This is an optimization exercise on Yosys and OpenROAD, whose aim is small area, not a production implementation. RTL that was checked went through simulation tests only; none was proved equivalent to the original. Function not checked in runs 1 to 3: the RTL went through the layout flow alone. Power is estimated from default activity; no workload was simulated. The flow treats the clock pin as an ideal source, which a real chip does not have.

==> flow/design.v <==
`default_nettype none
package rhd_pkg;
    typedef logic [16-1:0] sample_t;
    typedef logic [16-1:0] cmd_word_t;
    typedef logic [5:0] channel_t;    
    typedef logic [$clog2(2 * 4 * 32)-1:0] sample_index_t;
    typedef struct packed {
        sample_t b;    
        sample_t a;    
    } line_reply_t;
    typedef logic [4*2*16-1:0] frame_row_t;
    typedef struct packed {
        logic       en;
        channel_t   addr;
        frame_row_t row;
    } row_write_t;
    typedef enum logic [2:0] {
        READY,
        LOAD,
        TX,
        RX,
        STREAM
    } seq_state_t;
endpackage
`default_nettype wire
`timescale 1ns/1ns
`default_nettype none
module rhd_recorder (
    input  wire                        clk,
    input  wire                        rstn,
    input  wire                        record_start,
    input  wire [4-1:0]  miso,
    output logic                       busy,
    output logic                       done,
    output logic                       cs,
    output logic                       sclk,
    output logic                       mosi,
    output rhd_pkg::channel_t          channel,
    output logic                       sample_valid,
    output rhd_pkg::sample_index_t     sample_index,
    output rhd_pkg::sample_t           sample_data
);
    localparam int XFER  = 2 * 2 * 16 + 3 + 3;    
    localparam int RING  = XFER - 1;                                                    
    localparam int FIRST = 2;                                          
    localparam int LAST  = 2 + 32 - 1;                  
    logic       strm;      
    logic [6:0] u;         
    logic       act;       
    logic       xfer;      
    assign u    = sample_index[6:0];
    assign xfer = busy && !strm;
    assign act  = !strm && (channel <= 6'(LAST));    
    assign done = strm && !sample_valid && (sample_index == 8'd0);
    always_ff @(posedge clk) begin
        if (!rstn) begin
            busy         <= 1'b0;
            strm         <= 1'b0;
            channel      <= '0;
            sample_index <= '0;
            sample_valid <= 1'b0;
        end else begin
            sample_index <= sample_index + 1'b1;
            if (!busy) begin
                sample_index <= '0;
                if (record_start) begin
                    busy    <= 1'b1;
                    channel <= '0;
                end
            end else if (!strm) begin
                if (u == 7'(XFER - 1)) begin
                    sample_index <= '0;
                    if (channel == 6'(40 - 1)) begin
                        strm         <= 1'b1;
                        sample_index <= 8'd254;    
                    end else begin
                        channel <= channel + 1'b1;
                    end
                end
            end else begin
                if (sample_index == 8'd255) begin
                    sample_valid <= !sample_valid;
                end
                if (done) begin
                    busy <= 1'b0;
                    strm <= 1'b0;
                end
            end
        end
    end
    logic       in_word;
    logic [3:0] bit_pos;    
    logic       cmd_bit;
    logic       last_bit;   
    assign in_word = (u >= 7'd2) && (u <= 7'd65);
    assign bit_pos = 4'd15 - 4'((u - 7'd2) >> 2);
    assign cs      = !(xfer && in_word);
    assign sclk    = xfer && (u >= 7'd4) && (u <= 7'd65) && !u[1];
    always_comb begin
        if (channel < 6'(32)) begin
            cmd_bit = (bit_pos >= 4'd8 && bit_pos <= 4'd13) ? channel[bit_pos[2:0]] : (bit_pos == 4'd0);
        end else begin
            cmd_bit = (bit_pos >= 4'd8);
        end
        if (u >= 7'd66) begin
            last_bit = (channel < 6'(32));
        end else begin
            last_bit = (channel >= 6'd1) && (channel <= 6'(32));
        end
        mosi = xfer && (in_word ? cmd_bit : last_bit);
    end
    logic [16-1:0] ins_a, ins_b;
    logic [32-1:0] ch_ge;
    for (genvar i = 0; i < 16; i++) begin : g_ins
        assign ins_a[i] = act && (u == 7'(5 + 4 * i));
        assign ins_b[i] = act && (u == 7'(3 + 4 * i));
    end
    for (genvar k = 0; k < 32; k++) begin : g_ch
        assign ch_ge[k] = (channel >= 6'(FIRST + k));
    end
    logic [RING-1:0] ring_0;
    always_ff @(posedge clk) begin
        ring_0 <= {ring_0[RING-2:0], ring_0[RING-1]};
        if (ins_a[15]) ring_0[26] <= miso[0];
        if (ins_b[15]) ring_0[61] <= miso[0];
        if (ins_a[15] && !ch_ge[5]) ring_0[31] <= miso[1];
    end
    logic [RING-1:0] ring_1;
    always_ff @(posedge clk) begin
        ring_1 <= {ring_1[RING-2:0], ring_1[RING-1]};
        if (ins_a[15]) ring_1[31] <= miso[1];
        if (ins_b[15]) ring_1[66] <= miso[1];
        if (ins_a[15] && !ch_ge[10]) ring_1[36] <= miso[2];
    end
    logic [RING-1:0] ring_2;
    always_ff @(posedge clk) begin
        ring_2 <= {ring_2[RING-2:0], ring_2[RING-1]};
        if (ins_a[15]) ring_2[36] <= miso[2];
        if (ins_b[15]) ring_2[2] <= miso[2];
        if (ins_a[15] && !ch_ge[15]) ring_2[41] <= miso[3];
    end
    logic [RING-1:0] ring_3;
    always_ff @(posedge clk) begin
        ring_3 <= {ring_3[RING-2:0], ring_3[RING-1]};
        if (ins_a[15]) ring_3[41] <= miso[3];
        if (ins_b[15]) ring_3[7] <= miso[3];
        if (ins_a[14] && !ch_ge[20]) ring_3[42] <= miso[0];
    end
    logic [RING-1:0] ring_4;
    always_ff @(posedge clk) begin
        ring_4 <= {ring_4[RING-2:0], ring_4[RING-1]};
        if (ins_a[14]) ring_4[42] <= miso[0];
        if (ins_b[14]) ring_4[8] <= miso[0];
        if (ins_a[14] && !ch_ge[25]) ring_4[47] <= miso[1];
    end
    logic [RING-1:0] ring_5;
    always_ff @(posedge clk) begin
        ring_5 <= {ring_5[RING-2:0], ring_5[RING-1]};
        if (ins_a[14]) ring_5[47] <= miso[1];
        if (ins_b[14]) ring_5[13] <= miso[1];
        if (ins_a[14] && !ch_ge[30]) ring_5[52] <= miso[2];
    end
    logic [RING-1:0] ring_6;
    always_ff @(posedge clk) begin
        ring_6 <= {ring_6[RING-2:0], ring_6[RING-1]};
        if (ins_a[14] && ch_ge[30]) ring_6[52] <= miso[2];
        if (ins_b[14]) ring_6[18] <= miso[2];
        if (ins_a[14]) ring_6[57] <= miso[3];
        if (ins_b[14] && !ch_ge[3]) ring_6[23] <= miso[3];
    end
    logic [RING-1:0] ring_7;
    always_ff @(posedge clk) begin
        ring_7 <= {ring_7[RING-2:0], ring_7[RING-1]};
        if (ins_b[14]) ring_7[23] <= miso[3];
        if (ins_a[13]) ring_7[58] <= miso[0];
        if (ins_b[13] && !ch_ge[8]) ring_7[24] <= miso[0];
    end
    logic [RING-1:0] ring_8;
    always_ff @(posedge clk) begin
        ring_8 <= {ring_8[RING-2:0], ring_8[RING-1]};
        if (ins_b[13]) ring_8[24] <= miso[0];
        if (ins_a[13]) ring_8[63] <= miso[1];
        if (ins_b[13] && !ch_ge[13]) ring_8[29] <= miso[1];
    end
    logic [RING-1:0] ring_9;
    always_ff @(posedge clk) begin
        ring_9 <= {ring_9[RING-2:0], ring_9[RING-1]};
        if (ins_b[13]) ring_9[29] <= miso[1];
        if (ins_a[13]) ring_9[68] <= miso[2];
        if (ins_b[13] && !ch_ge[18]) ring_9[34] <= miso[2];
    end
    logic [RING-1:0] ring_10;
    always_ff @(posedge clk) begin
        ring_10 <= {ring_10[RING-2:0], ring_10[RING-1]};
        if (ins_b[13]) ring_10[34] <= miso[2];
        if (ins_a[13]) ring_10[4] <= miso[3];
        if (ins_b[13] && !ch_ge[23]) ring_10[39] <= miso[3];
    end
    logic [RING-1:0] ring_11;
    always_ff @(posedge clk) begin
        ring_11 <= {ring_11[RING-2:0], ring_11[RING-1]};
        if (ins_b[13]) ring_11[39] <= miso[3];
        if (ins_a[12]) ring_11[5] <= miso[0];
        if (ins_b[12] && !ch_ge[28]) ring_11[40] <= miso[0];
    end
    logic [RING-1:0] ring_12;
    always_ff @(posedge clk) begin
        ring_12 <= {ring_12[RING-2:0], ring_12[RING-1]};
        if (ins_b[12] && ch_ge[28]) ring_12[40] <= miso[0];
        if (ins_a[12]) ring_12[10] <= miso[1];
        if (ins_b[12]) ring_12[45] <= miso[1];
        if (ins_a[12] && !ch_ge[1]) ring_12[15] <= miso[2];
    end
    logic [RING-1:0] ring_13;
    always_ff @(posedge clk) begin
        ring_13 <= {ring_13[RING-2:0], ring_13[RING-1]};
        if (ins_a[12]) ring_13[15] <= miso[2];
        if (ins_b[12]) ring_13[50] <= miso[2];
        if (ins_a[12] && !ch_ge[6]) ring_13[20] <= miso[3];
    end
    logic [RING-1:0] ring_14;
    always_ff @(posedge clk) begin
        ring_14 <= {ring_14[RING-2:0], ring_14[RING-1]};
        if (ins_a[12]) ring_14[20] <= miso[3];
        if (ins_b[12]) ring_14[55] <= miso[3];
    end
    logic [RING-1:0] ring_15;
    always_ff @(posedge clk) begin
        ring_15 <= {ring_15[RING-2:0], ring_15[RING-1]};
        if (ins_a[11]) ring_15[10] <= miso[0];
        if (ins_b[11]) ring_15[45] <= miso[0];
        if (ins_a[11] && !ch_ge[5]) ring_15[15] <= miso[1];
    end
    logic [RING-1:0] ring_16;
    always_ff @(posedge clk) begin
        ring_16 <= {ring_16[RING-2:0], ring_16[RING-1]};
        if (ins_a[11]) ring_16[15] <= miso[1];
        if (ins_b[11]) ring_16[50] <= miso[1];
        if (ins_a[11] && !ch_ge[10]) ring_16[20] <= miso[2];
    end
    logic [RING-1:0] ring_17;
    always_ff @(posedge clk) begin
        ring_17 <= {ring_17[RING-2:0], ring_17[RING-1]};
        if (ins_a[11]) ring_17[20] <= miso[2];
        if (ins_b[11]) ring_17[55] <= miso[2];
        if (ins_a[11] && !ch_ge[15]) ring_17[25] <= miso[3];
    end
    logic [RING-1:0] ring_18;
    always_ff @(posedge clk) begin
        ring_18 <= {ring_18[RING-2:0], ring_18[RING-1]};
        if (ins_a[11]) ring_18[25] <= miso[3];
        if (ins_b[11]) ring_18[60] <= miso[3];
        if (ins_a[10] && !ch_ge[20]) ring_18[26] <= miso[0];
    end
    logic [RING-1:0] ring_19;
    always_ff @(posedge clk) begin
        ring_19 <= {ring_19[RING-2:0], ring_19[RING-1]};
        if (ins_a[10]) ring_19[26] <= miso[0];
        if (ins_b[10]) ring_19[61] <= miso[0];
        if (ins_a[10] && !ch_ge[25]) ring_19[31] <= miso[1];
    end
    logic [RING-1:0] ring_20;
    always_ff @(posedge clk) begin
        ring_20 <= {ring_20[RING-2:0], ring_20[RING-1]};
        if (ins_a[10]) ring_20[31] <= miso[1];
        if (ins_b[10]) ring_20[66] <= miso[1];
        if (ins_a[10] && !ch_ge[30]) ring_20[36] <= miso[2];
    end
    logic [RING-1:0] ring_21;
    always_ff @(posedge clk) begin
        ring_21 <= {ring_21[RING-2:0], ring_21[RING-1]};
        if (ins_a[10] && ch_ge[30]) ring_21[36] <= miso[2];
        if (ins_b[10]) ring_21[2] <= miso[2];
        if (ins_a[10]) ring_21[41] <= miso[3];
        if (ins_b[10] && !ch_ge[3]) ring_21[7] <= miso[3];
    end
    logic [RING-1:0] ring_22;
    always_ff @(posedge clk) begin
        ring_22 <= {ring_22[RING-2:0], ring_22[RING-1]};
        if (ins_b[10]) ring_22[7] <= miso[3];
        if (ins_a[9]) ring_22[42] <= miso[0];
        if (ins_b[9] && !ch_ge[8]) ring_22[8] <= miso[0];
    end
    logic [RING-1:0] ring_23;
    always_ff @(posedge clk) begin
        ring_23 <= {ring_23[RING-2:0], ring_23[RING-1]};
        if (ins_b[9]) ring_23[8] <= miso[0];
        if (ins_a[9]) ring_23[47] <= miso[1];
        if (ins_b[9] && !ch_ge[13]) ring_23[13] <= miso[1];
    end
    logic [RING-1:0] ring_24;
    always_ff @(posedge clk) begin
        ring_24 <= {ring_24[RING-2:0], ring_24[RING-1]};
        if (ins_b[9]) ring_24[13] <= miso[1];
        if (ins_a[9]) ring_24[52] <= miso[2];
        if (ins_b[9] && !ch_ge[18]) ring_24[18] <= miso[2];
    end
    logic [RING-1:0] ring_25;
    always_ff @(posedge clk) begin
        ring_25 <= {ring_25[RING-2:0], ring_25[RING-1]};
        if (ins_b[9]) ring_25[18] <= miso[2];
        if (ins_a[9]) ring_25[57] <= miso[3];
        if (ins_b[9] && !ch_ge[23]) ring_25[23] <= miso[3];
    end
    logic [RING-1:0] ring_26;
    always_ff @(posedge clk) begin
        ring_26 <= {ring_26[RING-2:0], ring_26[RING-1]};
        if (ins_b[9]) ring_26[23] <= miso[3];
        if (ins_a[8]) ring_26[58] <= miso[0];
        if (ins_b[8] && !ch_ge[28]) ring_26[24] <= miso[0];
    end
    logic [RING-1:0] ring_27;
    always_ff @(posedge clk) begin
        ring_27 <= {ring_27[RING-2:0], ring_27[RING-1]};
        if (ins_b[8] && ch_ge[28]) ring_27[24] <= miso[0];
        if (ins_a[8]) ring_27[63] <= miso[1];
        if (ins_b[8]) ring_27[29] <= miso[1];
        if (ins_a[8] && !ch_ge[1]) ring_27[68] <= miso[2];
    end
    logic [RING-1:0] ring_28;
    always_ff @(posedge clk) begin
        ring_28 <= {ring_28[RING-2:0], ring_28[RING-1]};
        if (ins_a[8]) ring_28[68] <= miso[2];
        if (ins_b[8]) ring_28[34] <= miso[2];
        if (ins_a[8] && !ch_ge[6]) ring_28[4] <= miso[3];
    end
    logic [RING-1:0] ring_29;
    always_ff @(posedge clk) begin
        ring_29 <= {ring_29[RING-2:0], ring_29[RING-1]};
        if (ins_a[8]) ring_29[4] <= miso[3];
        if (ins_b[8]) ring_29[39] <= miso[3];
    end
    logic [RING-1:0] ring_30;
    always_ff @(posedge clk) begin
        ring_30 <= {ring_30[RING-2:0], ring_30[RING-1]};
        if (ins_a[7]) ring_30[63] <= miso[0];
        if (ins_b[7]) ring_30[29] <= miso[0];
        if (ins_a[7] && !ch_ge[5]) ring_30[68] <= miso[1];
    end
    logic [RING-1:0] ring_31;
    always_ff @(posedge clk) begin
        ring_31 <= {ring_31[RING-2:0], ring_31[RING-1]};
        if (ins_a[7]) ring_31[68] <= miso[1];
        if (ins_b[7]) ring_31[34] <= miso[1];
        if (ins_a[7] && !ch_ge[10]) ring_31[4] <= miso[2];
    end
    logic [RING-1:0] ring_32;
    always_ff @(posedge clk) begin
        ring_32 <= {ring_32[RING-2:0], ring_32[RING-1]};
        if (ins_a[7]) ring_32[4] <= miso[2];
        if (ins_b[7]) ring_32[39] <= miso[2];
        if (ins_a[7] && !ch_ge[15]) ring_32[9] <= miso[3];
    end
    logic [RING-1:0] ring_33;
    always_ff @(posedge clk) begin
        ring_33 <= {ring_33[RING-2:0], ring_33[RING-1]};
        if (ins_a[7]) ring_33[9] <= miso[3];
        if (ins_b[7]) ring_33[44] <= miso[3];
        if (ins_a[6] && !ch_ge[20]) ring_33[10] <= miso[0];
    end
    logic [RING-1:0] ring_34;
    always_ff @(posedge clk) begin
        ring_34 <= {ring_34[RING-2:0], ring_34[RING-1]};
        if (ins_a[6]) ring_34[10] <= miso[0];
        if (ins_b[6]) ring_34[45] <= miso[0];
        if (ins_a[6] && !ch_ge[25]) ring_34[15] <= miso[1];
    end
    logic [RING-1:0] ring_35;
    always_ff @(posedge clk) begin
        ring_35 <= {ring_35[RING-2:0], ring_35[RING-1]};
        if (ins_a[6]) ring_35[15] <= miso[1];
        if (ins_b[6]) ring_35[50] <= miso[1];
        if (ins_a[6] && !ch_ge[30]) ring_35[20] <= miso[2];
    end
    logic [RING-1:0] ring_36;
    always_ff @(posedge clk) begin
        ring_36 <= {ring_36[RING-2:0], ring_36[RING-1]};
        if (ins_a[6] && ch_ge[30]) ring_36[20] <= miso[2];
        if (ins_b[6]) ring_36[55] <= miso[2];
        if (ins_a[6]) ring_36[25] <= miso[3];
        if (ins_b[6] && !ch_ge[3]) ring_36[60] <= miso[3];
    end
    logic [RING-1:0] ring_37;
    always_ff @(posedge clk) begin
        ring_37 <= {ring_37[RING-2:0], ring_37[RING-1]};
        if (ins_b[6]) ring_37[60] <= miso[3];
        if (ins_a[5]) ring_37[26] <= miso[0];
        if (ins_b[5] && !ch_ge[8]) ring_37[61] <= miso[0];
    end
    logic [RING-1:0] ring_38;
    always_ff @(posedge clk) begin
        ring_38 <= {ring_38[RING-2:0], ring_38[RING-1]};
        if (ins_b[5]) ring_38[61] <= miso[0];
        if (ins_a[5]) ring_38[31] <= miso[1];
        if (ins_b[5] && !ch_ge[13]) ring_38[66] <= miso[1];
    end
    logic [RING-1:0] ring_39;
    always_ff @(posedge clk) begin
        ring_39 <= {ring_39[RING-2:0], ring_39[RING-1]};
        if (ins_b[5]) ring_39[66] <= miso[1];
        if (ins_a[5]) ring_39[36] <= miso[2];
        if (ins_b[5] && !ch_ge[18]) ring_39[2] <= miso[2];
    end
    logic [RING-1:0] ring_40;
    always_ff @(posedge clk) begin
        ring_40 <= {ring_40[RING-2:0], ring_40[RING-1]};
        if (ins_b[5]) ring_40[2] <= miso[2];
        if (ins_a[5]) ring_40[41] <= miso[3];
        if (ins_b[5] && !ch_ge[23]) ring_40[7] <= miso[3];
    end
    logic [RING-1:0] ring_41;
    always_ff @(posedge clk) begin
        ring_41 <= {ring_41[RING-2:0], ring_41[RING-1]};
        if (ins_b[5]) ring_41[7] <= miso[3];
        if (ins_a[4]) ring_41[42] <= miso[0];
        if (ins_b[4] && !ch_ge[28]) ring_41[8] <= miso[0];
    end
    logic [RING-1:0] ring_42;
    always_ff @(posedge clk) begin
        ring_42 <= {ring_42[RING-2:0], ring_42[RING-1]};
        if (ins_b[4] && ch_ge[28]) ring_42[8] <= miso[0];
        if (ins_a[4]) ring_42[47] <= miso[1];
        if (ins_b[4]) ring_42[13] <= miso[1];
        if (ins_a[4] && !ch_ge[1]) ring_42[52] <= miso[2];
    end
    logic [RING-1:0] ring_43;
    always_ff @(posedge clk) begin
        ring_43 <= {ring_43[RING-2:0], ring_43[RING-1]};
        if (ins_a[4]) ring_43[52] <= miso[2];
        if (ins_b[4]) ring_43[18] <= miso[2];
        if (ins_a[4] && !ch_ge[6]) ring_43[57] <= miso[3];
    end
    logic [RING-1:0] ring_44;
    always_ff @(posedge clk) begin
        ring_44 <= {ring_44[RING-2:0], ring_44[RING-1]};
        if (ins_a[4]) ring_44[57] <= miso[3];
        if (ins_b[4]) ring_44[23] <= miso[3];
    end
    logic [RING-1:0] ring_45;
    always_ff @(posedge clk) begin
        ring_45 <= {ring_45[RING-2:0], ring_45[RING-1]};
        if (ins_a[3]) ring_45[47] <= miso[0];
        if (ins_b[3]) ring_45[13] <= miso[0];
        if (ins_a[3] && !ch_ge[5]) ring_45[52] <= miso[1];
    end
    logic [RING-1:0] ring_46;
    always_ff @(posedge clk) begin
        ring_46 <= {ring_46[RING-2:0], ring_46[RING-1]};
        if (ins_a[3]) ring_46[52] <= miso[1];
        if (ins_b[3]) ring_46[18] <= miso[1];
        if (ins_a[3] && !ch_ge[10]) ring_46[57] <= miso[2];
    end
    logic [RING-1:0] ring_47;
    always_ff @(posedge clk) begin
        ring_47 <= {ring_47[RING-2:0], ring_47[RING-1]};
        if (ins_a[3]) ring_47[57] <= miso[2];
        if (ins_b[3]) ring_47[23] <= miso[2];
        if (ins_a[3] && !ch_ge[15]) ring_47[62] <= miso[3];
    end
    logic [RING-1:0] ring_48;
    always_ff @(posedge clk) begin
        ring_48 <= {ring_48[RING-2:0], ring_48[RING-1]};
        if (ins_a[3]) ring_48[62] <= miso[3];
        if (ins_b[3]) ring_48[28] <= miso[3];
        if (ins_a[2] && !ch_ge[20]) ring_48[63] <= miso[0];
    end
    logic [RING-1:0] ring_49;
    always_ff @(posedge clk) begin
        ring_49 <= {ring_49[RING-2:0], ring_49[RING-1]};
        if (ins_a[2]) ring_49[63] <= miso[0];
        if (ins_b[2]) ring_49[29] <= miso[0];
        if (ins_a[2] && !ch_ge[25]) ring_49[68] <= miso[1];
    end
    logic [RING-1:0] ring_50;
    always_ff @(posedge clk) begin
        ring_50 <= {ring_50[RING-2:0], ring_50[RING-1]};
        if (ins_a[2]) ring_50[68] <= miso[1];
        if (ins_b[2]) ring_50[34] <= miso[1];
        if (ins_a[2] && !ch_ge[30]) ring_50[4] <= miso[2];
    end
    logic [RING-1:0] ring_51;
    always_ff @(posedge clk) begin
        ring_51 <= {ring_51[RING-2:0], ring_51[RING-1]};
        if (ins_a[2] && ch_ge[30]) ring_51[4] <= miso[2];
        if (ins_b[2]) ring_51[39] <= miso[2];
        if (ins_a[2]) ring_51[9] <= miso[3];
        if (ins_b[2] && !ch_ge[3]) ring_51[44] <= miso[3];
    end
    logic [RING-1:0] ring_52;
    always_ff @(posedge clk) begin
        ring_52 <= {ring_52[RING-2:0], ring_52[RING-1]};
        if (ins_b[2]) ring_52[44] <= miso[3];
        if (ins_a[1]) ring_52[10] <= miso[0];
        if (ins_b[1] && !ch_ge[8]) ring_52[45] <= miso[0];
    end
    logic [RING-1:0] ring_53;
    always_ff @(posedge clk) begin
        ring_53 <= {ring_53[RING-2:0], ring_53[RING-1]};
        if (ins_b[1]) ring_53[45] <= miso[0];
        if (ins_a[1]) ring_53[15] <= miso[1];
        if (ins_b[1] && !ch_ge[13]) ring_53[50] <= miso[1];
    end
    logic [RING-1:0] ring_54;
    always_ff @(posedge clk) begin
        ring_54 <= {ring_54[RING-2:0], ring_54[RING-1]};
        if (ins_b[1]) ring_54[50] <= miso[1];
        if (ins_a[1]) ring_54[20] <= miso[2];
        if (ins_b[1] && !ch_ge[18]) ring_54[55] <= miso[2];
    end
    logic [RING-1:0] ring_55;
    always_ff @(posedge clk) begin
        ring_55 <= {ring_55[RING-2:0], ring_55[RING-1]};
        if (ins_b[1]) ring_55[55] <= miso[2];
        if (ins_a[1]) ring_55[25] <= miso[3];
        if (ins_b[1] && !ch_ge[23]) ring_55[60] <= miso[3];
    end
    logic [RING-1:0] ring_56;
    always_ff @(posedge clk) begin
        ring_56 <= {ring_56[RING-2:0], ring_56[RING-1]};
        if (ins_b[1]) ring_56[60] <= miso[3];
        if (ins_a[0]) ring_56[26] <= miso[0];
        if (ins_b[0] && !ch_ge[28]) ring_56[61] <= miso[0];
    end
    logic [RING-1:0] ring_57;
    always_ff @(posedge clk) begin
        ring_57 <= {ring_57[RING-2:0], ring_57[RING-1]};
        if (ins_b[0] && ch_ge[28]) ring_57[61] <= miso[0];
        if (ins_a[0]) ring_57[31] <= miso[1];
        if (ins_b[0]) ring_57[66] <= miso[1];
        if (ins_a[0] && !ch_ge[1]) ring_57[36] <= miso[2];
    end
    logic [RING-1:0] ring_58;
    always_ff @(posedge clk) begin
        ring_58 <= {ring_58[RING-2:0], ring_58[RING-1]};
        if (ins_a[0]) ring_58[36] <= miso[2];
        if (ins_b[0]) ring_58[2] <= miso[2];
        if (ins_a[0] && !ch_ge[6]) ring_58[41] <= miso[3];
    end
    logic [RING-1:0] ring_59;
    always_ff @(posedge clk) begin
        ring_59 <= {ring_59[RING-2:0], ring_59[RING-1]};
        if (ins_a[0]) ring_59[41] <= miso[3];
        if (ins_b[0]) ring_59[7] <= miso[3];
    end
    always_comb begin
        sample_data[0] = (sample_index <= 8'd68) ? ring_0[0] : ((sample_index <= 8'd137) ? ring_1[0] : ((sample_index <= 8'd206) ? ring_2[0] : (ring_3[0])));
        sample_data[1] = (sample_index <= 8'd19) ? ring_3[20] : ((sample_index <= 8'd88) ? ring_4[20] : ((sample_index <= 8'd157) ? ring_5[20] : ((sample_index <= 8'd226) ? ring_6[20] : (ring_7[20]))));
        sample_data[2] = (sample_index <= 8'd39) ? ring_7[40] : ((sample_index <= 8'd108) ? ring_8[40] : ((sample_index <= 8'd177) ? ring_9[40] : ((sample_index <= 8'd246) ? ring_10[40] : (ring_11[40]))));
        sample_data[3] = (sample_index <= 8'd59) ? ring_11[60] : ((sample_index <= 8'd128) ? ring_12[60] : ((sample_index <= 8'd197) ? ring_13[60] : (ring_14[60])));
        sample_data[4] = (sample_index <= 8'd68) ? ring_15[0] : ((sample_index <= 8'd137) ? ring_16[0] : ((sample_index <= 8'd206) ? ring_17[0] : (ring_18[0])));
        sample_data[5] = (sample_index <= 8'd19) ? ring_18[20] : ((sample_index <= 8'd88) ? ring_19[20] : ((sample_index <= 8'd157) ? ring_20[20] : ((sample_index <= 8'd226) ? ring_21[20] : (ring_22[20]))));
        sample_data[6] = (sample_index <= 8'd39) ? ring_22[40] : ((sample_index <= 8'd108) ? ring_23[40] : ((sample_index <= 8'd177) ? ring_24[40] : ((sample_index <= 8'd246) ? ring_25[40] : (ring_26[40]))));
        sample_data[7] = (sample_index <= 8'd59) ? ring_26[60] : ((sample_index <= 8'd128) ? ring_27[60] : ((sample_index <= 8'd197) ? ring_28[60] : (ring_29[60])));
        sample_data[8] = (sample_index <= 8'd68) ? ring_30[0] : ((sample_index <= 8'd137) ? ring_31[0] : ((sample_index <= 8'd206) ? ring_32[0] : (ring_33[0])));
        sample_data[9] = (sample_index <= 8'd19) ? ring_33[20] : ((sample_index <= 8'd88) ? ring_34[20] : ((sample_index <= 8'd157) ? ring_35[20] : ((sample_index <= 8'd226) ? ring_36[20] : (ring_37[20]))));
        sample_data[10] = (sample_index <= 8'd39) ? ring_37[40] : ((sample_index <= 8'd108) ? ring_38[40] : ((sample_index <= 8'd177) ? ring_39[40] : ((sample_index <= 8'd246) ? ring_40[40] : (ring_41[40]))));
        sample_data[11] = (sample_index <= 8'd59) ? ring_41[60] : ((sample_index <= 8'd128) ? ring_42[60] : ((sample_index <= 8'd197) ? ring_43[60] : (ring_44[60])));
        sample_data[12] = (sample_index <= 8'd68) ? ring_45[0] : ((sample_index <= 8'd137) ? ring_46[0] : ((sample_index <= 8'd206) ? ring_47[0] : (ring_48[0])));
        sample_data[13] = (sample_index <= 8'd19) ? ring_48[20] : ((sample_index <= 8'd88) ? ring_49[20] : ((sample_index <= 8'd157) ? ring_50[20] : ((sample_index <= 8'd226) ? ring_51[20] : (ring_52[20]))));
        sample_data[14] = (sample_index <= 8'd39) ? ring_52[40] : ((sample_index <= 8'd108) ? ring_53[40] : ((sample_index <= 8'd177) ? ring_54[40] : ((sample_index <= 8'd246) ? ring_55[40] : (ring_56[40]))));
        sample_data[15] = (sample_index <= 8'd59) ? ring_56[60] : ((sample_index <= 8'd128) ? ring_57[60] : ((sample_index <= 8'd197) ? ring_58[60] : (ring_59[60])));
    end
endmodule
`default_nettype wire
==> flow/run.sh <==
#!/bin/bash
# synth_recipe.tcl (not shown) runs the flow's synth.tcl, then flattens the netlist and writes it again
# the make line also repeats each setting of config.mk as NAME=value (left out here)
make -C /OpenROAD-flow-scripts/flow DESIGN_CONFIG=/design/flow/config.mk WORK_HOME=/design/flow/orfs CLKGATE_MAP_FILE= SYNTH_SCRIPT=/design/flow/synth_recipe.tcl finish
==> flow/config.mk <==
export PLATFORM = sky130hd
export DESIGN_NAME = rhd_recorder
export DESIGN_NICKNAME = rhd_recorder
export VERILOG_FILES = /design/flow/design.v
export SDC_FILE = /design/flow/constraint.sdc
export NUM_CORES = 4
export LEC_CHECK = 0
export CAP_MARGIN = 20
export CORE_MARGIN = 2
export CORE_UTILIZATION = 60
export CTS_BUF_LIST = sky130_fd_sc_hd__clkbuf_8
export CTS_CLUSTER_DIAMETER = 40
export CTS_CLUSTER_SIZE = 22
export PLACE_DENSITY = 0.7
export SLEW_MARGIN = 20
==> flow/constraint.sdc <==
create_clock -name core_clock -period 10.0 [get_ports {clk}]
set_input_delay 2.0000 -clock core_clock [delete_from_list [all_inputs] [get_ports {clk}]]
set_output_delay 2.0000 -clock core_clock [all_outputs]
set_load 0.01 [all_outputs]
==> results of run 1 <==
==> worst max-delay path by stage <==
stage / start / endpoint / slack (ns) / cells past startpoint
2_1_floorplan: sample_index[2] / mosi / 5.59 / 8
6_report: sample_index[2] / mosi / 3.12 / 8
4_1_cts: sample_index[2] / mosi / 2.63 / 8
5_1_grt: sample_index[4] / sample_data[2] / 2.85 / 5
3_3_place_gp: sample_index[2] / mosi / 3.93 / 8
3_5_place_dp: sample_index[2] / mosi / 3.79 / 8
==> logic make-up (layout without fill, tap and decap cells) <==
group / count (synthesis) / in the layout / share of synthesized area
compound gates: 100 / 100 / 0.00793
mux: 182 / 182 / 0.0235
flops: 4157 / 4157 / 0.947
fa+ha+maj: 12 / 12 / 0.00171
xor+xnor: 14 / 14 / 0.00139
simple gates: 288 / 288 / 0.0156
buf+inv: 67 / 586 / 0.00315
other cells: 0 / 6 / 0
==> layout by cell type, fill, tap and decap left out, types with 8 or more instances in the layout <==
master / instances
nor3_1: 15
nor2_1: 71
bufinv_16: 17
ha_1: 12
mux2i_1: 8
clkinv_2: 16
buf_4: 11
mux2_2: 169
xnor2_1: 9
nand2b_1: 12
clkinvlp_4: 21
nand3_1: 43
inv_1: 37
inv_8: 34
o21ai_0: 23
a21oi_1: 10
clkbuf_8: 328
inv_6: 23
clkdlybuf4s50_1: 38
clkinv_4: 16
dfxtp_1: 4157
nand2_1: 100
clkinv_8: 35
==> cell usage after synthesis (all sizes together), types with 3 or more instances <==
cell	number	area share
a211oi	7	0.00060
o31ai	5	0.00043
ha	12	0.0017
a311oi	5	0.00050
inv	16	0.00068
o21bai	4	0.00034
a21boi	6	0.00051
o2bb2a	4	0.00046
a31oi	6	0.00043
mux2i	8	0.00091
nand2b	12	0.00085
nand3	44	0.0026
nor2b	5	0.00036
dfxtp	4157	0.95
nor2	71	0.0030
buf	22	0.0012
clkbuf	29	0.0012
nor3	19	0.0014
xor2	5	0.00050
or3	3	0.00027
nor4	7	0.00067
a21o	4	0.00034
and2	8	0.00057
mux2	173	0.022
o21ai	25	0.0014
a21oi	10	0.00057
nand2	100	0.0043
nor3b	3	0.00026
a221oi	5	0.00050
o211ai	5	0.00043
xnor2	9	0.00090
and3	3	0.00021
o21a	7	0.00068
==> where the power goes <==
part | total (mW) | switching [mW] | internal, mW
Combinational | 0.0389 | 0.0314 | 0.00753
Sequential | 16.6 | 0.00908 | 16.6
Clock | 9.16 | 5.36 | 3.79
Total | 25.8 | 5.40 | 20.4
==> layer usage <==
layer  global-route usage  share of wire  vias up
met3               0.0426          0.053      278
met1                0.230           0.52    14600
met5                    0        0.00024        -
li1                     -              -    15800
met4               0.0609          0.029        4
met2                0.208           0.39      518
==> worst max-delay path: stages, from the launching register on <==
cell	delay [ns]
dfxtp_1	0.91
inv_1	0.19
ha_1	0.29
xor2_1	0.28
or3b_2	0.47
o311a_1	0.31
a211oi_2	0.68
buf_4	0.23
clkdlybuf4s50_1	0.54
==> final cells by class <==
cell class | instances | share of cell area
sequential | 4157 | 0.855
timing repair buffer | 50 | 0.00481
clock buffer | 328 | 0.0464
multi-input combinational | 596 | 0.0454
clock inverter | 192 | 0.0235
tap | 1917 | 0.0246
antenna | 6 | 0.000154
inverter | 16 | 0.000617
==> flow_summary.toml, run 1 <==
[power]
total_power_mw = 25.8
power_leakage_nw = 39.2
p_per_area_nw_per_um2 = 265
vdd_drop_max_mv = 0.205

[synthesis]
mappedNetlistNets = 4839
synth_ff_type = "dfxtp_1"
syn_area_per_cell_sq_um = 18.2
ys_warn_count = 1
synth-edff-count = 0
synth_seq_area_share = 0.947
yosysUniqueCellTypes = 60
ys_async_sr_fraction = 0
synth_cells = 4820
netlist_area_sq_um = 87900
ys_ff_latch = 4157

[clock_network]
cts-resized-gates = 0
cts_tree = "built"
ctsHoldBuffers = 0
postCtsSetupBuffers = 0
clock_latency_ns = 1.02
clkTransAtPathRegs_ns = 0.11
cts_root_buf = "clkbuf_8"
cts_made_buffers = 304
h-tree-depth = 5
clock_sinks = 4157
cts.path.max_buffers = 4

[timing]
finalCriticalPeriod_ns = 6.88
setup_slack_ns = 3.12
finalHoldViolCount = 0
clock.fmax_ghz = 0.145
fin_crit_sh = 0.688
setup-tns-final_ns = 0
tightest_slew_ns = 1.17
setup_violations = 0
hold-worst-slack_ns = 0.276
rsz0062_at_grt = "no"
max-slew-margin-rel = 0.198
slew_viol_final = 0
skew_ns = 0.0727

[place]
dp_hpwl_microns = 63700
post-place-cells = 6736
gp_congestion = 0.826
placed_cell_area_sq_um = 90600
pre_cts_slack_ns = 3.79
io_buffers = 42

[worst_hold_path]
min_to = "ring_20[62]"
holdCritStartpoint = "ring_20[61]"
hold_depth = 0
min_path_type = "reg -> reg"

[global_route]
grt_pass1_vias = 31200
antenna_found_initial = 9
grt_overflow = 0
grt_pass1_wl_microns = 175000
grt_util_all_layers = 0.152
grt_start_max_net_pins = 49

[detailed_routing]
finalWirelength_microns = 113000
antenna_left = 0
drtPass1Iterations = 5
avgRoutedWirePerCell_microns = 15.6
vias = 31200
first_iter_violations = 1203
via_per_inst = 4.30
drc_errors = 0

[final_layout]
multi_input_area_sq_um = 4420
fill_cells = 9328
syn_to_final_growth_pct = 10.8
drive_gt1_frac = 0.131
utilization = 0.669
final_cell_count_no_fill = 7262
layout.nets = 5144
final_area_sq_um = 97400
seq_area_sq_um = 83200

[worst_setup_path]
path_class = "reg -> out"
required_ns = 8.00
cp-end-kind = "output pin"
r2r_cells = 5
rrSetupSlack_ns = 6.51
r2r-start = "sample_index[3]"
cp-start-kind = "flop"
critPathArrivalTime_ns = 4.88
cp_max_fo = 23
rr_endpoint = "ring_48[63]"

[run]
maxCapViolCount = 0

[floorplan]
fp-row-count = 140
ios = 43
die_h_microns = 387
die_w_microns = 387
start_util = 0.604
dieArea_sq_um = 150000
coreArea_sq_um = 146000

[status]
outcome = "no timing/DRC/antenna violations"
==> run 2: changes to the inputs <==
==> flow/config.mk (replaced) <==
export PLATFORM = sky130hd
export DESIGN_NAME = rhd_recorder
export DESIGN_NICKNAME = rhd_recorder
export VERILOG_FILES = /design/flow/design.v
export SDC_FILE = /design/flow/constraint.sdc
export NUM_CORES = 4
export LEC_CHECK = 0
export CAP_MARGIN = 20
export CORE_MARGIN = 2
export CORE_UTILIZATION = 40
export CTS_BUF_LIST = sky130_fd_sc_hd__clkbuf_16
export CTS_CLUSTER_DIAMETER = 70
export CTS_CLUSTER_SIZE = 32
export SLEW_MARGIN = 20
==> run 2 against run 1 <==
  * Largest power group unchanged
  * Design area down 0.85%
  * Routed wire length shrank 0.98%
  * Utilization shrank 23 points
  * Still clean on timing, DRC and antenna
  * Die area up 49%
  * Largest cell class unchanged
==> flow_summary.toml, run 2 <==
[synthesis]
synth.area.top_cells = "dfxtp_1 95%, mux2_2 2.2%, nand2_1 0.43%"
synth_seq_area_share = 0.947
synth_commonest_cells = "4157 x dfxtp_1, 169 x mux2_2, 100 x nand2_1, 71 x nor2_1, 43 x nand3_1"
netlist.area_leader.share = 0.947
synth_ff_type = "dfxtp_1"
syn_area_per_cell_sq_um = 18.2
synth-edff-count = 0
yosysUniqueCellTypes = 60
synth_cells = 4820
synth.most_common_cell = "dfxtp_1"
ys_warn_count = 1
yosysTopAreaCell = "dfxtp_1"
mappedNetlistNets = 4839
ys_ff_latch = 4157
netlist_area_sq_um = 87900
ys_async_sr_fraction = 0

[final_layout]
layout_commonest_cell = "dfxtp_1"
drive_gt1_frac = 0.0809
layout.nets = 5001
layout_common_cells = "4157 x dfxtp_1, 169 x mux2_2, 157 x clkbuf_16, 100 x nand2_1, 71 x nor2_1"
final_area_sq_um = 96600
final_cell_count_no_fill = 7908
syn_to_final_growth_pct = 9.84

[detailed_routing]
wl_met1_microns = 57800
drc_errors = 0
avgRoutedWirePerCell_microns = 14.2
drtPass1Iterations = 6
first_iter_violations = 1675
dr_wl_met3_microns = 4110
top_layer_used = "met4"
finalWirelength_microns = 112000
vias = 30400
via_per_inst = 3.84
antenna_left = 0
dr_wl_met2_microns = 47100

[worst_setup_path]
cp-start-kind = "flop"
cp_max_fo = 23
crit_buf_inv = 2
critPathArrivalTime_ns = 4.61
required_ns = 8.00
slowest_delay_ns = 0.85
worst_path_most_repeated_cell = "nand2b_1"
cp_slowest_cell = "dfxtp_1"
path_cells = "ha_1 > nand2b_1 > a311oi_1 > buf_4 > nand2b_1 > a211oi_1 > o31ai_1 > clkdlybuf4s50_1"
path_class = "reg -> out"
path_delay_family = "compound AO/OA/AOI/OAI gates"
cp-end-kind = "output pin"

[power]
power_leakage_nw = 38.1
p_per_area_nw_per_um2 = 253
vdd_drop_max_mv = 0.149

[status]
outcome = "no timing/DRC/antenna violations"

[clock_network]
cts_tree = "built"
postCtsSetupBuffers = 0
clock_sinks = 4157
ctsHoldBuffers = 0
clock_latency_ns = 0.83
cts-resized-gates = 0
h-tree-depth = 4
cts_made_buffers = 157
cts_root_buf = "clkbuf_16"
cts.path.max_buffers = 3
clkTransAtPathRegs_ns = 0.11

[timing]
rsz0062_at_grt = "no"
skew_ns = 0.0380
fin_crit_sh = 0.661
slew_viol_final = 0
max-slew-margin-rel = 0.250
finalHoldViolCount = 0
clock.fmax_ghz = 0.151
setup_violations = 0
tightest_slew_ns = 1.12
setup-tns-final_ns = 0
finalCriticalPeriod_ns = 6.61

[floorplan]
coreArea_sq_um = 219000
die_h_microns = 473
die_w_microns = 473
ios = 43
fp-row-count = 172
dieArea_sq_um = 224000
start_util = 0.401

[place]
placed_cell_area_sq_um = 91800
gp_congestion = 0.836
io_buffers = 42
post-place-cells = 7694
dp_hpwl_microns = 65300

[worst_hold_path]
min_path_type = "reg -> reg"

[global_route]
grt_pass1_wl_microns = 172000
grt_overflow = 0
grt_pass1_vias = 29400
grt_util_all_layers = 0.0999
antenna_found_initial = 9
grt_start_max_net_pins = 45

[run]
maxCapViolCount = 0
[run 2: path summary, 6_finish.rpt]
kind / start / to / slack (ns) / depth (start not counted)
setup / recovery: sample_index[2] / sample_data[12] / 3.39 / 8
hold / removal: ring_55[14] / ring_55[15] / 0.30 / 0
setup reg to reg: channel[2] / ring_48[63] / 6.66 / 6
hold reg to reg: ring_55[14] / ring_55[15] / 0.30 / 0
[run 2: area by class of cell]
type	instances	area [sq um]
Fill cell	18700	123000
Sequential cell	4157	83200
Clock inverter	49	821
Antenna cell	8	20.0
Inverter	16	60.1
Multi-Input combinational cell	596	4410
Tap cell	2871	3590
Clock buffer	157	3930
Timing Repair Buffer	54	500
[run 2: kinds of logic after synthesis]
| logic type | count (synthesis) | share of synthesized area |
|---|---|---|
| XOR/XNOR | 14 | 0.00139 |
| multiplexers | 182 | 0.0235 |
| buffers and inverters | 67 | 0.00315 |
| AO/OA/AOI/OAI | 100 | 0.00793 |
| AND/OR/NAND/NOR | 288 | 0.0156 |
| flip-flops | 4157 | 0.947 |
| adder cells (fa/ha/maj) | 12 | 0.00171 |
[run 2: metrics by stage]
stage	total power, mW	worst slack [ns]	util	hold slack (ns)
final	24.5	3.39	0.441	0.296
after global routing	25.4	3.13	0.441	0.300
after CTS	24.8	3.11	0.441	0.297
after detailed placement	17.0	4.10	0.419	0.312
after global placement	17.0	4.13	0.419	0.310
after floorplan	17.0	5.59	-	0.310
[run 2: routing by layer]
layer | up-vias | GRT usage
li1 | 15400 | -
met2 | 359 | 0.148
met4 | 0 | 0.0340
met1 | 14500 | 0.144
met5 | - | 0
met3 | 188 | 0.0215
[run 2: power breakdown]
part	internal (mW)	total, mW	switching [mW]
combinational	0.00817	0.0414	0.0332
clock	3.14	7.85	4.71
sequential	16.6	16.6	0.00853
==> run 3: changes to the inputs <==
==> flow/flow/run.sh (new file) <==
#!/bin/bash
# Standard layout with two CTS/port-buffer changes: no dummy loads in the
# clock tree, and the smallest buffer on the ports.
set -euo pipefail
cd "$(dirname "$0")/.."
bash standard.sh \
  "CTS_ARGS=-sink_clustering_enable -repair_clock_nets -sink_clustering_size 32 -sink_clustering_max_diameter 70 -buf_list sky130_fd_sc_hd__clkbuf_16 -dont_use_dummy_load" \
  "BUFFER_PORTS_ARGS=-buffer_cell sky130_fd_sc_hd__buf_1" \
  finish > flow_make.log 2>&1
==> flow/standard.sh (new file) <==
#!/bin/bash
# synth_recipe.tcl (not shown) runs the flow's synth.tcl, then flattens the netlist and writes it again
# the make line also repeats each setting of config.mk as NAME=value (left out here)
make -C /OpenROAD-flow-scripts/flow DESIGN_CONFIG=/design/flow/config.mk WORK_HOME=/design/flow/orfs CLKGATE_MAP_FILE= SYNTH_SCRIPT=/design/flow/synth_recipe.tcl "${@:-finish}"
removed: flow/run.sh
==> run 3 against run 2 <==
  * Power down 2.7%
  * Utilization is 0.50 points lower
  * Clock-buffer cell count fell by 1
  * Setup slack better by 0.49 ns
  * Sequential power about the same
  * Synthesized cell count did not move
  * Cell count shrank 0.67%
  * Critical endpoint is now sample_data[11]
  * Largest power group unchanged
  * Worst hold slack worse by 0.055 ns
==> flow_summary.toml, run 3 <==
[synthesis]
mappedNetlistNets = 4839
synth.most_common_cell = "dfxtp_1"
synth.area.top_cells = "dfxtp_1 95%, mux2_2 2.2%, nand2_1 0.43%"
synth_seq_area_share = 0.947
syn_area_per_cell_sq_um = 18.2
ys_warn_count = 1
synth_commonest_cells = "4157 x dfxtp_1, 169 x mux2_2, 100 x nand2_1, 71 x nor2_1, 43 x nand3_1"
yosysTopAreaCell = "dfxtp_1"
ys_ff_latch = 4157
ys_async_sr_fraction = 0
synth-edff-count = 0
netlist.area_leader.share = 0.947
yosysUniqueCellTypes = 60
synth_ff_type = "dfxtp_1"
synth_cells = 4820
netlist_area_sq_um = 87900

[clock_network]
ctsHoldBuffers = 0
cts_tree = "built"
postCtsSetupBuffers = 0
clock_sinks = 4157
clock_latency_ns = 0.83
cts-resized-gates = 0
cts_made_buffers = 156
clkTransAtPathRegs_ns = 0.11
cts.path.max_buffers = 3
h-tree-depth = 4
cts_root_buf = "clkbuf_16"

[detailed_routing]
finalWirelength_microns = 112000
via_per_inst = 3.88
antenna_left = 0
drc_errors = 0
first_iter_violations = 1916
avgRoutedWirePerCell_microns = 14.3
drtPass1Iterations = 5
vias = 30500

[floorplan]
ios = 43
dieArea_sq_um = 224000
die_h_microns = 473
coreArea_sq_um = 219000
start_util = 0.401
fp-row-count = 172
die_w_microns = 473

[global_route]
grt_util_all_layers = 0.100
grt_pass1_vias = 29400
grt_pass1_wl_microns = 172000
grt_start_max_net_pins = 45
antenna_found_initial = 7
grt_overflow = 0

[timing]
fin_crit_sh = 0.611
rsz0062_at_grt = "no"
setup_violations = 0
finalHoldViolCount = 0
setup-tns-final_ns = 0
skew_ns = 0.104
clock.fmax_ghz = 0.164
max-slew-margin-rel = 0.235
slew_viol_final = 0
tightest_slew_ns = 1.14
finalCriticalPeriod_ns = 6.11

[final_layout]
layout.nets = 4998
layout_common_cells = "4157 x dfxtp_1, 169 x mux2_2, 156 x clkbuf_16, 100 x nand2_1, 71 x nor2_1"
utilization = 0.436
syn_to_final_growth_pct = 8.60
final_area_sq_um = 95500
layout_commonest_cell = "dfxtp_1"
drive_gt1_frac = 0.0725

[power]
p_per_area_nw_per_um2 = 249
vdd_drop_max_mv = 0.162
power_leakage_nw = 37.6

[status]
outcome = "no timing/DRC/antenna violations"

[worst_hold_path]
min_path_type = "reg -> reg"

[worst_setup_path]
rrSetupSlack_ns = 6.52
required_ns = 8.00
cp_slowest_cell = "dfxtp_1"
cp-end-kind = "output pin"
cp_max_fo = 29
critPathArrivalTime_ns = 4.11
path_cells = "and2_0 > nand3_1 > mux2i_1 > o211ai_1 > buf_1"
slowest_delay_ns = 1.08
cp-start-kind = "flop"
path_class = "reg -> out"

[run]
maxCapViolCount = 0

[place]
dp_hpwl_microns = 66000
placed_cell_area_sq_um = 91500
gp_congestion = 0.829
io_buffers = 42
-- run 3: changes by cell type in the layout (fill, tap and decap cells not counted), moves of 5 or more --
cell / previous run / this run
clkdlybuf4s50_1: 38 / 0
clkinv_16: 8 / 0
inv_8: 5 / 0
buf_1: 0 / 38
inv_6: 7 / 0
clkinv_8: 8 / 0
bufinv_16: 6 / 0
-- run 3: cell type report --
class | count | area [sq um]
clock buffer | 156 | 3900
fill | 18900 | 124000
timing repair buffer | 52 | 243
tap | 2871 | 3590
sequential | 4157 | 83200
multi-input combinational | 596 | 4430
antenna | 7 | 17.5
inverter | 16 | 60.1
-- run 3: cell families (layout without fill, tap and decap cells) --
kind of cell,Yosys count,in the layout,synth area share
AND/OR/NAND/NOR,288,288,0.0156
AO/OA/AOI/OAI,100,100,0.00793
adder cells (fa/ha/maj),12,12,0.00171
flip-flops,4157,4157,0.947
multiplexers,182,182,0.0235
other,0,7,0
buffers and inverters,67,224,0.00315
XOR/XNOR,14,14,0.00139
-- run 3: worst paths after layout --
check                   from              end  cells after the start
max          sample_index[6]  sample_data[11]                      5
min              ring_34[63]      ring_34[64]                      0
max reg2reg  sample_index[3]      ring_48[63]                      5
min reg2reg      ring_34[63]      ring_34[64]                      0
-- run 3: per-layer routing --
metal | track usage | up-vias | routed length, microns
met1 | 0.142 | 14600 | 56700
met5 | 0 | - | 0
met2 | 0.149 | 390 | 46900
met3 | 0.0210 | 213 | 3990
met4 | 0.0413 | 0 | 4390
li1 | - | 15300 | -
-- run 3: report_power, final --
part           total (mW)  internal, mW  switching (mW)  leakage [nW]
registers            16.6          16.6         0.00831          33.6
clock network        7.19          2.82            4.37          1.92
logic              0.0388       0.00627          0.0325          2.09
total                23.8          19.4            4.41          37.6
-- run 3: through the flow --
stage | std cells | setup slack, ns | power, mW | hold slack (ns)
after floorplan | 4820 | 5.59 | 17.0 | 0.310
after global routing | 7849 | 3.69 | 24.7 | 0.245
after CTS | 7848 | 3.78 | 24.1 | 0.240
after global placement | 7691 | 4.32 | 17.0 | 0.310
after detailed placement | 7692 | 4.68 | 17.0 | 0.312
final | 7855 | 3.89 | 23.8 | 0.241
-- run 3: critical path, delay by kind of cell (launching register included) --
kind	cells	cell delay, ns
buf+inv	1	0.21
flops	1	1.08
simple gates	2	1.23
compound gates	1	0.53
mux	1	0.25
==> run 4: changes to the inputs <==
--- a/flow/design.v
+++ b/flow/design.v
@@ -542,23 +542,41 @@
         if (ins_a[0]) ring_59[41] <= miso[3];
         if (ins_b[0]) ring_59[7] <= miso[3];
     end
+    wire seg_0_19 = (sample_index <= 8'd19);
+    wire seg_0_39 = (sample_index <= 8'd39);
+    wire seg_0_59 = (sample_index <= 8'd59);
+    wire seg_0_68 = (sample_index <= 8'd68);
+    wire seg_20_88 = (sample_index >= 8'd20) && (sample_index <= 8'd88);
+    wire seg_40_108 = (sample_index >= 8'd40) && (sample_index <= 8'd108);
+    wire seg_60_128 = (sample_index >= 8'd60) && (sample_index <= 8'd128);
+    wire seg_69_137 = (sample_index >= 8'd69) && (sample_index <= 8'd137);
+    wire seg_89_157 = (sample_index >= 8'd89) && (sample_index <= 8'd157);
+    wire seg_109_177 = (sample_index >= 8'd109) && (sample_index <= 8'd177);
+    wire seg_129_197 = (sample_index >= 8'd129) && (sample_index <= 8'd197);
+    wire seg_138_206 = (sample_index >= 8'd138) && (sample_index <= 8'd206);
+    wire seg_158_226 = (sample_index >= 8'd158) && (sample_index <= 8'd226);
+    wire seg_178_246 = (sample_index >= 8'd178) && (sample_index <= 8'd246);
+    wire seg_198_255 = (sample_index >= 8'd198);
+    wire seg_207_255 = (sample_index >= 8'd207);
+    wire seg_227_255 = (sample_index >= 8'd227);
+    wire seg_247_255 = (sample_index >= 8'd247);
     always_comb begin
-        sample_data[0] = (sample_index <= 8'd68) ? ring_0[0] : ((sample_index <= 8'd137) ? ring_1[0] : ((sample_index <= 8'd206) ? ring_2[0] : (ring_3[0])));
-        sample_data[1] = (sample_index <= 8'd19) ? ring_3[20] : ((sample_index <= 8'd88) ? ring_4[20] : ((sample_index <= 8'd157) ? ring_5[20] : ((sample_index <= 8'd226) ? ring_6[20] : (ring_7[20]))));
-        sample_data[2] = (sample_index <= 8'd39) ? ring_7[40] : ((sample_index <= 8'd108) ? ring_8[40] : ((sample_index <= 8'd177) ? ring_9[40] : ((sample_index <= 8'd246) ? ring_10[40] : (ring_11[40]))));
-        sample_data[3] = (sample_index <= 8'd59) ? ring_11[60] : ((sample_index <= 8'd128) ? ring_12[60] : ((sample_index <= 8'd197) ? ring_13[60] : (ring_14[60])));
-        sample_data[4] = (sample_index <= 8'd68) ? ring_15[0] : ((sample_index <= 8'd137) ? ring_16[0] : ((sample_index <= 8'd206) ? ring_17[0] : (ring_18[0])));
-        sample_data[5] = (sample_index <= 8'd19) ? ring_18[20] : ((sample_index <= 8'd88) ? ring_19[20] : ((sample_index <= 8'd157) ? ring_20[20] : ((sample_index <= 8'd226) ? ring_21[20] : (ring_22[20]))));
-        sample_data[6] = (sample_index <= 8'd39) ? ring_22[40] : ((sample_index <= 8'd108) ? ring_23[40] : ((sample_index <= 8'd177) ? ring_24[40] : ((sample_index <= 8'd246) ? ring_25[40] : (ring_26[40]))));
-        sample_data[7] = (sample_index <= 8'd59) ? ring_26[60] : ((sample_index <= 8'd128) ? ring_27[60] : ((sample_index <= 8'd197) ? ring_28[60] : (ring_29[60])));
-        sample_data[8] = (sample_index <= 8'd68) ? ring_30[0] : ((sample_index <= 8'd137) ? ring_31[0] : ((sample_index <= 8'd206) ? ring_32[0] : (ring_33[0])));
-        sample_data[9] = (sample_index <= 8'd19) ? ring_33[20] : ((sample_index <= 8'd88) ? ring_34[20] : ((sample_index <= 8'd157) ? ring_35[20] : ((sample_index <= 8'd226) ? ring_36[20] : (ring_37[20]))));
-        sample_data[10] = (sample_index <= 8'd39) ? ring_37[40] : ((sample_index <= 8'd108) ? ring_38[40] : ((sample_index <= 8'd177) ? ring_39[40] : ((sample_index <= 8'd246) ? ring_40[40] : (ring_41[40]))));
-        sample_data[11] = (sample_index <= 8'd59) ? ring_41[60] : ((sample_index <= 8'd128) ? ring_42[60] : ((sample_index <= 8'd197) ? ring_43[60] : (ring_44[60])));
-        sample_data[12] = (sample_index <= 8'd68) ? ring_45[0] : ((sample_index <= 8'd137) ? ring_46[0] : ((sample_index <= 8'd206) ? ring_47[0] : (ring_48[0])));
-        sample_data[13] = (sample_index <= 8'd19) ? ring_48[20] : ((sample_index <= 8'd88) ? ring_49[20] : ((sample_index <= 8'd157) ? ring_50[20] : ((sample_index <= 8'd226) ? ring_51[20] : (ring_52[20]))));
-        sample_data[14] = (sample_index <= 8'd39) ? ring_52[40] : ((sample_index <= 8'd108) ? ring_53[40] : ((sample_index <= 8'd177) ? ring_54[40] : ((sample_index <= 8'd246) ? ring_55[40] : (ring_56[40]))));
-        sample_data[15] = (sample_index <= 8'd59) ? ring_56[60] : ((sample_index <= 8'd128) ? ring_57[60] : ((sample_index <= 8'd197) ? ring_58[60] : (ring_59[60])));
+        sample_data[0] = (seg_0_68 && ring_0[0]) || (seg_69_137 && ring_1[0]) || (seg_138_206 && ring_2[0]) || (seg_207_255 && ring_3[0]);
+        sample_data[1] = (seg_0_19 && ring_3[20]) || (seg_20_88 && ring_4[20]) || (seg_89_157 && ring_5[20]) || (seg_158_226 && ring_6[20]) || (seg_227_255 && ring_7[20]);
+        sample_data[2] = (seg_0_39 && ring_7[40]) || (seg_40_108 && ring_8[40]) || (seg_109_177 && ring_9[40]) || (seg_178_246 && ring_10[40]) || (seg_247_255 && ring_11[40]);
+        sample_data[3] = (seg_0_59 && ring_11[60]) || (seg_60_128 && ring_12[60]) || (seg_129_197 && ring_13[60]) || (seg_198_255 && ring_14[60]);
+        sample_data[4] = (seg_0_68 && ring_15[0]) || (seg_69_137 && ring_16[0]) || (seg_138_206 && ring_17[0]) || (seg_207_255 && ring_18[0]);
+        sample_data[5] = (seg_0_19 && ring_18[20]) || (seg_20_88 && ring_19[20]) || (seg_89_157 && ring_20[20]) || (seg_158_226 && ring_21[20]) || (seg_227_255 && ring_22[20]);
+        sample_data[6] = (seg_0_39 && ring_22[40]) || (seg_40_108 && ring_23[40]) || (seg_109_177 && ring_24[40]) || (seg_178_246 && ring_25[40]) || (seg_247_255 && ring_26[40]);
+        sample_data[7] = (seg_0_59 && ring_26[60]) || (seg_60_128 && ring_27[60]) || (seg_129_197 && ring_28[60]) || (seg_198_255 && ring_29[60]);
+        sample_data[8] = (seg_0_68 && ring_30[0]) || (seg_69_137 && ring_31[0]) || (seg_138_206 && ring_32[0]) || (seg_207_255 && ring_33[0]);
+        sample_data[9] = (seg_0_19 && ring_33[20]) || (seg_20_88 && ring_34[20]) || (seg_89_157 && ring_35[20]) || (seg_158_226 && ring_36[20]) || (seg_227_255 && ring_37[20]);
+        sample_data[10] = (seg_0_39 && ring_37[40]) || (seg_40_108 && ring_38[40]) || (seg_109_177 && ring_39[40]) || (seg_178_246 && ring_40[40]) || (seg_247_255 && ring_41[40]);
+        sample_data[11] = (seg_0_59 && ring_41[60]) || (seg_60_128 && ring_42[60]) || (seg_129_197 && ring_43[60]) || (seg_198_255 && ring_44[60]);
+        sample_data[12] = (seg_0_68 && ring_45[0]) || (seg_69_137 && ring_46[0]) || (seg_138_206 && ring_47[0]) || (seg_207_255 && ring_48[0]);
+        sample_data[13] = (seg_0_19 && ring_48[20]) || (seg_20_88 && ring_49[20]) || (seg_89_157 && ring_50[20]) || (seg_158_226 && ring_51[20]) || (seg_227_255 && ring_52[20]);
+        sample_data[14] = (seg_0_39 && ring_52[40]) || (seg_40_108 && ring_53[40]) || (seg_109_177 && ring_54[40]) || (seg_178_246 && ring_55[40]) || (seg_247_255 && ring_56[40]);
+        sample_data[15] = (seg_0_59 && ring_56[60]) || (seg_60_128 && ring_57[60]) || (seg_129_197 && ring_58[60]) || (seg_198_255 && ring_59[60]);
     end
 endmodule
 `default_nettype wire
==> flow/run.sh (new file) <==
#!/bin/bash
# synth_recipe.tcl (not shown) runs the flow's synth.tcl, then flattens the netlist and writes it again
# the make line also repeats each setting of config.mk as NAME=value (left out here)
make -C /OpenROAD-flow-scripts/flow DESIGN_CONFIG=/design/flow/config.mk WORK_HOME=/design/flow/orfs CLKGATE_MAP_FILE= SYNTH_SCRIPT=/design/flow/synth_recipe.tcl finish
removed: flow/flow/run.sh
removed: flow/standard.sh
==> run 4 against run 3 <==
  * Still clean
  * Sequential share of layout area down 0.71 points
  * Global-route usage up 0.20 points
  * Die area about the same
  * Design area up 0.82%
  * Setup slack worse by 0.49 ns
  * Cell count down 0.13%
  * Clock power up 6.3%
  * Largest power group unchanged
==> flow_summary.toml, run 4 <==
[floorplan]
coreArea_sq_um = 219000
fp-row-count = 172
start_util = 0.401
die_h_microns = 473
dieArea_sq_um = 223000
ios = 43
die_w_microns = 473

[clock_network]
clkTransAtPathRegs_ns = 0.11
h-tree-depth = 4
clock_latency_ns = 0.83
clock_sinks = 4157
postCtsSetupBuffers = 0
ctsHoldBuffers = 0
cts_made_buffers = 154
cts-resized-gates = 0
cts_tree = "built"
cts.path.max_buffers = 3
cts_root_buf = "clkbuf_16"

[global_route]
grt_pass1_vias = 29400
antenna_found_initial = 6
grt_util_all_layers = 0.102
grt_overflow = 0
grt_pass1_wl_microns = 175000
grt_start_max_net_pins = 49

[detailed_routing]
vias = 30100
first_iter_violations = 1687
via_per_inst = 3.84
drtPass1Iterations = 4
avgRoutedWirePerCell_microns = 14.6
finalWirelength_microns = 115000
antenna_left = 0
drc_errors = 0

[timing]
fin_crit_sh = 0.660
slew_viol_final = 0
clock.fmax_ghz = 0.151
finalHoldViolCount = 0
finalCriticalPeriod_ns = 6.60
skew_ns = 0.0447
setup-tns-final_ns = 0
tightest_slew_ns = 1.03
rsz0062_at_grt = "no"
max-slew-margin-rel = 0.316
setup_slack_ns = 3.40
setup_violations = 0

[worst_setup_path]
crit_start = "sample_index[2]"
rr_endpoint = "ring_33[44]"
crit_buf_inv = 2
r2r_cells = 5
setup.worst_path.end = "sample_data[14]"
cp-start-kind = "flop"
path_class = "reg -> out"
cp-end-kind = "output pin"
rrSetupSlack_ns = 6.41
path_delay_family = "compound AO/OA/AOI/OAI gates"
required_ns = 8.00
slowest_delay_ns = 1.02
critPathArrivalTime_ns = 4.60
cp_max_fo = 26
r2r-start = "channel[2]"
path_cells = "inv_1 > ha_1 > nor2b_1 > o311ai_0 > a21boi_0 > a221o_1 > clkdlybuf4s50_1"
cp_slowest_cell = "dfxtp_1"
crit_cells = 7

[run]
maxCapViolCount = 0

[power]
power_leakage_nw = 38.0
vdd_drop_max_mv = 0.151
p_per_area_nw_per_um2 = 252

[synthesis]
netlist_area_sq_um = 87800
yosysUniqueCellTypes = 69
synth_commonest_cells = "4157 x dfxtp_1, 184 x mux2_2, 57 x nor2_1, 54 x nand2_1, 50 x nand3_1"
ys_warn_count = 1
synth.most_common_cell = "dfxtp_1"
synth_cells = 4766
synth_seq_area_share = 0.947
syn_area_per_cell_sq_um = 18.4
ys_ff_latch = 4157
synth-edff-count = 0
mappedNetlistNets = 4787
synth_ff_type = "dfxtp_1"
yosysTopAreaCell = "dfxtp_1"
netlist.area_leader.share = 0.947
ys_async_sr_fraction = 0
synth.area.top_cells = "dfxtp_1 95%, mux2_2 2.4%, nand3_1 0.28%"

[final_layout]
final_cell_count_no_fill = 7845
drive_gt1_frac = 0.0834
layout.nets = 4950
syn_to_final_growth_pct = 9.57
layout_commonest_cell = "dfxtp_1"
layout_common_cells = "4157 x dfxtp_1, 184 x mux2_2, 156 x clkbuf_16, 57 x nor2_1, 54 x nand2_1"

[place]
gp_congestion = 0.769
io_buffers = 42
pre_cts_slack_ns = 4.31
post-place-cells = 7644
dp_hpwl_microns = 66100

[worst_hold_path]
holdCritStartpoint = "ring_15[45]"
min_path_type = "reg -> reg"

[status]
outcome = "no timing/DRC/antenna violations"
==> run 4: report_power, final <==
part           leakage (nW)  switching, mW  internal, mW
clock                  2.18           4.67          2.97
combinational          2.21         0.0366       0.00909
sequential             33.6        0.00913          16.6
==> run 4: how the worst min path moves through the flow <==
stage | endpoint | slack [ns] | cells after the start
6_report | ring_15[46] | 0.30 | 0
3_5_place_dp | ring_1[25] | 0.31 | 0
5_1_grt | ring_17[52] | 0.30 | 0
2_1_floorplan | ring_0[0] | 0.31 | 0
4_1_cts | ring_17[52] | 0.29 | 0
3_3_place_gp | ring_0[8] | 0.31 | 0
==> run 4: cell type report <==
type / count / area, sq um
antenna: 7 / 17.5
clock buffer: 156 / 3900
clock inverter: 38 / 574
fill: 18800 / 123000
inverter: 14 / 52.6
multi-input combinational: 547 / 4390
sequential: 4157 / 83200
tap: 2871 / 3590
timing repair buffer: 55 / 505
==> run 4: stage by stage <==
step	util	power, mW	hold slack, ns	area (sq um)
2_1_floorplan	-	17.0	0.310	87800
3_3_place_gp	0.419	17.0	0.310	91800
5_1_grt	0.439	25.1	0.296	96200
4_1_cts	0.439	24.5	0.290	96200
3_5_place_dp	0.419	17.0	0.312	91800
6_report	0.439	24.3	0.297	96300
==> run 4: kinds of logic (layout without fill, tap and decap cells) <==
family | Yosys count | after routing | share of synthesized area
AOI/OAI and AO/OA | 109 | 109 | 0.00953
xor gates and xnor gates | 10 | 10 | 0.000997
adders and majority gates | 14 | 14 | 0.00199
buffers and inverters | 62 | 263 | 0.00295
DFF | 4157 | 4157 | 0.947
muxes | 186 | 186 | 0.0240
other | 0 | 7 | 0
and+or+nand+nor | 228 | 228 | 0.0133
==> run 4: routing by layer <==
layer  global-route usage  wire length [microns]
met4               0.0350                   3330
met1                0.149                  60100
met3               0.0205                   3810
met5                    0                      0
met2                0.151                  47600

==> port drivers added, routing unchanged <==
The flow's constraints put no driver on any port. The routed layouts listed below were extracted and timed again, unchanged, in two steps.
Step 1 assumes that a clkbuf_16 drives the clock port and a buf_2 every other input.
Step 2 adds t to the input delays and takes it off the output delays; t is the mean of the earliest and latest rising clock arrival at the registers after step 1. Input paths then give back, and output paths get back, about the clock's delay inside the block.
Slacks: ideal ports / drivers / drivers and shift; pairs: ideal ports / drivers.
run	shift t [ns]	slack for setup (ns)	latest minus earliest clock arrival (ns)
run 1	1.053	3.121 / 3.047 / 4.100	0.082 / 0.082
run 2	0.885	3.394 / 3.313 / 4.199	0.050 / 0.051
run 3	0.854	3.886 / 3.805 / 4.659	0.120 / 0.120
run 4	0.889	3.396 / 3.321 / 4.210	0.056 / 0.056
After both steps every run listed still meets setup and hold.
